This design comes from an exercise in tuning for small area, a short achievable clock period and few clock cycles on the open sky130 flow, not from production work. RTL that was checked went through simulation tests only; none was proved equivalent to the original. Power and IR drop assume default switching activity.

## rev 12
// raycast_column_texture_walker_core
module raycast_column_texture_walker_core #(
  parameter int FRAC_BITS = 16
) (
  input  logic                             clk,
  input  logic                             rst_n,
  input  logic                             cfg_valid,
  output logic                             cfg_ready,
  input  logic [rctw_pkg::CFG_IDX_W-1:0]   cfg_index,
  input  logic [rctw_pkg::CFG_DATA_W-1:0]  cfg_data,
  input  logic                             in_tvalid,
  output logic                             in_tready,
  input  logic [rctw_pkg::IN_TDATA_W-1:0]  in_tdata,
  input  logic                             in_tuser,
  output logic                             out_tvalid,
  input  logic                             out_tready,
  output logic [rctw_pkg::OUT_TDATA_W-1:0] out_tdata,
  output logic [rctw_pkg::OUT_TUSER_W-1:0] out_tuser,
  output logic                             out_tlast
);
Size in the first run: roughly 3000 cells after synthesis, roughly 460 flip-flops, ~270 I/O pins, ~0.028 mm^2 of cells after synthesis.
Settings: LEC_CHECK=0, CAP_MARGIN=20, CORE_MARGIN=2, CORE_UTILIZATION=70, SLEW_MARGIN=20; clock period 10.0 ns.
standard.sh (not shown) runs the stock make flow with config.mk's settings and CLKGATE_MAP_FILE= SYNTH_SCRIPT=/design/flow/synth_recipe.tcl, a recipe that flattens the netlist after the stock synthesis.
==> flow/flow/run.sh <==
#!/bin/bash
set -euo pipefail
MARGIN=$(cat flow/margin.txt)
sed -E "s/ SETUP_SLACK_MARGIN=[^ ]*//; s/CLKGATE_MAP_FILE= /CLKGATE_MAP_FILE= SETUP_SLACK_MARGIN=$MARGIN /" standard.sh > standard_margin.sh
grep -q "SETUP_SLACK_MARGIN=$MARGIN " standard_margin.sh
bash standard_margin.sh synth > make_synth.log 2>&1
bash standard_margin.sh finish > make_finish.log 2>&1
test -s out/final.def
==> flow/flow/margin.txt <==
6.5
Rev 12 | stages: all done | timing, DRC, antenna: all pass
The inputs of rev 13 differ from those of rev 12 as listed below.
# rev 12
export LEC_CHECK = 0
export CAP_MARGIN = 20
export CORE_MARGIN = 2
export CORE_UTILIZATION = 70
export SLEW_MARGIN = 20
create_clock -name core_clock -period 10.0 [get_ports {clk}]
# rev 13
export LEC_CHECK = 0
export CAP_MARGIN = 20
export CORE_MARGIN = 2
export CORE_UTILIZATION = 60
export SLEW_MARGIN = 20
create_clock -name core_clock -period 10.0 [get_ports {clk}]
--- outcome ---
- Delta (rev 13 minus rev 12): detail-routed net length per standard cell moved down; met3 layer usage reported by global route went down 2.2 points; number of well taps increased by 82 relative to the old numbers; highest cell delay on the worst timing path now larger.
- Against rev 12, rev 13 reports a total detailed-routing wirelength that is lower.
- Rev 13 vs rev 12 — number of standard-cell rows in the floorplan climbed by a little under 10%
- Against rev 12 as the reference, rev 13 delivers a higher number of stages on the worst setup path.
No run of this note included a check of the RTL's function; only the layout flow was run.

========
== v3 ==
raycast_column_texture_walker_core, a different RTL version from the one above (not shown whole).
Size in the first run: roughly 3000 cells after synthesis, about 460 flip-flops.
export LEC_CHECK = 0
export CAP_MARGIN = 20
export CORE_MARGIN = 2
export CORE_UTILIZATION = 60
export SLEW_MARGIN = 20
create_clock -name core_clock -period 10.0 [get_ports {clk}]
==> flow/flow/margin.txt <==
6.3
Scripts as last shown in full above: flow/flow/run.sh
Testbench counts of v3, summed over its fixed seeds: cycles 27,984.
The following lists how v54 was set up differently from v3:
==> flow/flow/run.sh <==
#!/bin/bash
# Standard layout (the standard.sh: standard synthesis, ORFS floorplan to
# finish, same SDC), with two make settings added on its command line:
#  * BUFFER_PORTS_ARGS from flow/ports.txt: the cell buffer_ports puts on every
#    input and output port (it still buffers every port).
# Each make run's full output goes to its own log here.
set -euo pipefail
MARGIN=$(cat flow/margin.txt)
PORTBUF=$(cat flow/ports.txt)
sed -E "s/ SETUP_SLACK_MARGIN=[^ ]*//; s/CLKGATE_MAP_FILE= /CLKGATE_MAP_FILE= SETUP_SLACK_MARGIN=$MARGIN 'BUFFER_PORTS_ARGS=-buffer_cell $PORTBUF' /" standard.sh > standard_margin.sh
grep -q "SETUP_SLACK_MARGIN=$MARGIN " standard_margin.sh
bash standard_margin.sh synth > make_synth.log 2>&1
bash standard_margin.sh finish > make_finish.log 2>&1
test -s out/final.def
==> flow/flow/ports.txt (new file) <==
sky130_fd_sc_hd__buf_2
==> run notes <==
In v54 the worst setup margin turned out 160 ps higher than in v3. Taking v3 as the reference, in v54 area growth from synthesis to final layout lower, die area did not really move, arrival time of data at the critical path endpoint shows a reduction of 160 ps, final critical-path share of the clock period fell by 1.6 points.
What v18 does differently from v54 at the input level:
==> flow/flow/margin.txt <==
6.5
==> comparison <==
- Via count, v18 vs v54: up slightly
- v18 vs. v54: slack of the critical path up 4.6 ps, cell area now sits higher, area added between synthesis and finish grew by 2.2 points, total stage count of the critical path neither gained nor lost much.
### v18 -> v17
==> flow/flow/run.sh <==
#!/bin/bash
set -euo pipefail
MARGIN=$(cat flow/margin.txt)
sed -E "s/ SETUP_SLACK_MARGIN=[^ ]*//; s/CLKGATE_MAP_FILE= /CLKGATE_MAP_FILE= SETUP_SLACK_MARGIN=$MARGIN /" standard.sh > standard_margin.sh
grep -q "SETUP_SLACK_MARGIN=$MARGIN " standard_margin.sh
bash standard_margin.sh synth > make_synth.log 2>&1
bash standard_margin.sh finish > make_finish.log 2>&1
test -s out/final.def
removed: flow/flow/ports.txt
### Flow results
- Relative to v18, clock buffer and inverter area fraction after layout has gone down in v17.
- v17 | status: complete | timing, DRC, antenna: pass
- From v18 to v17 the numbers moved as follows: post-route clock period utilization went up, worst hold path cell count essentially unchanged, final standard cell utilization of the core moved up, clock buffer count saw a decrease.
Changes in v45 relative to v17:
==> flow/flow/run.sh <==
#!/bin/bash
# Standard layout (the standard.sh: standard synthesis, ORFS floorplan to
# finish, same SDC), with two make settings added on its command line:
#  * BUFFER_PORTS_ARGS from flow/ports.txt: the cell buffer_ports puts on every
#    input and output port (it still buffers every port).
# Each make run's full output goes to its own log here.
set -euo pipefail
MARGIN=$(cat flow/margin.txt)
PORTBUF=$(cat flow/ports.txt)
sed -E "s/ SETUP_SLACK_MARGIN=[^ ]*//; s/CLKGATE_MAP_FILE= /CLKGATE_MAP_FILE= SETUP_SLACK_MARGIN=$MARGIN 'BUFFER_PORTS_ARGS=-buffer_cell $PORTBUF' /" standard.sh > standard_margin.sh
grep -q "SETUP_SLACK_MARGIN=$MARGIN " standard_margin.sh
bash standard_margin.sh synth > make_synth.log 2>&1
bash standard_margin.sh finish > make_finish.log 2>&1
test -s out/final.def
==> flow/flow/margin.txt <==
6.8
==> flow/flow/ports.txt (new file) <==
sky130_fd_sc_hd__buf_2
Notes after the runs:
Sort v17 and v45 by worst slew margin relative to its limit asc -> top: v45. Comparing global routing usage summed across all routing layers for v17 and v45, the bigger number came from v45. Taking v17 as the reference point, the critical path depth of v45 falls by 2. The lower final critical-path setup slack of v17 and v45 is in v17. v45 against v17; maximum vdd ir drop is up by more than a quarter. v45 finished all stages; the layout is clean. v45 vs v17 — first-pass GRT wire length climbed by a few percent. Post-CTS setup-driven buffer insertion count in v45 vs v17: up about 150%.

==> separate check: timing with driven ports <==
Ports are ideal in the flow. The routed layouts listed here were re-timed in OpenROAD.
Step 1 sets driving cells, clkbuf_16 on the clock port and buf_2 on the other inputs (assumed; they add their load-dependent delay and slew).
Step 2 moves the port delays by t, midway between the first and last clock arrival at a register: inputs arrive t later, outputs are due t later. That takes back most of the time a late clock gives input paths.
Slacks: ideal ports / drivers / drivers and shift; pairs: ideal ports / drivers.
run	t (ns)	setup slack, ns	clock arrival spread, ns
rev 12	0.665	6.224 / 6.163 / 5.837	0.019 / 0.019
rev 13	0.656	6.304 / 6.244 / 5.751	0.022 / 0.022
v3	0.665	6.198 / 6.140 / 5.689	0.020 / 0.020
v54	0.651	6.356 / 6.297 / 5.741	0.023 / 0.023
v18	0.665	6.360 / 6.299 / 5.935	0.026 / 0.026
v17	0.649	6.168 / 6.107 / 5.944	0.023 / 0.023
v45	0.667	6.360 / 6.299 / 6.179	0.025 / 0.025
After both steps setup and hold are still met in every run listed. For v54, which loses most, drivers alone change the setup slack by -0.059 ns; drivers and shift together by -0.615 ns.
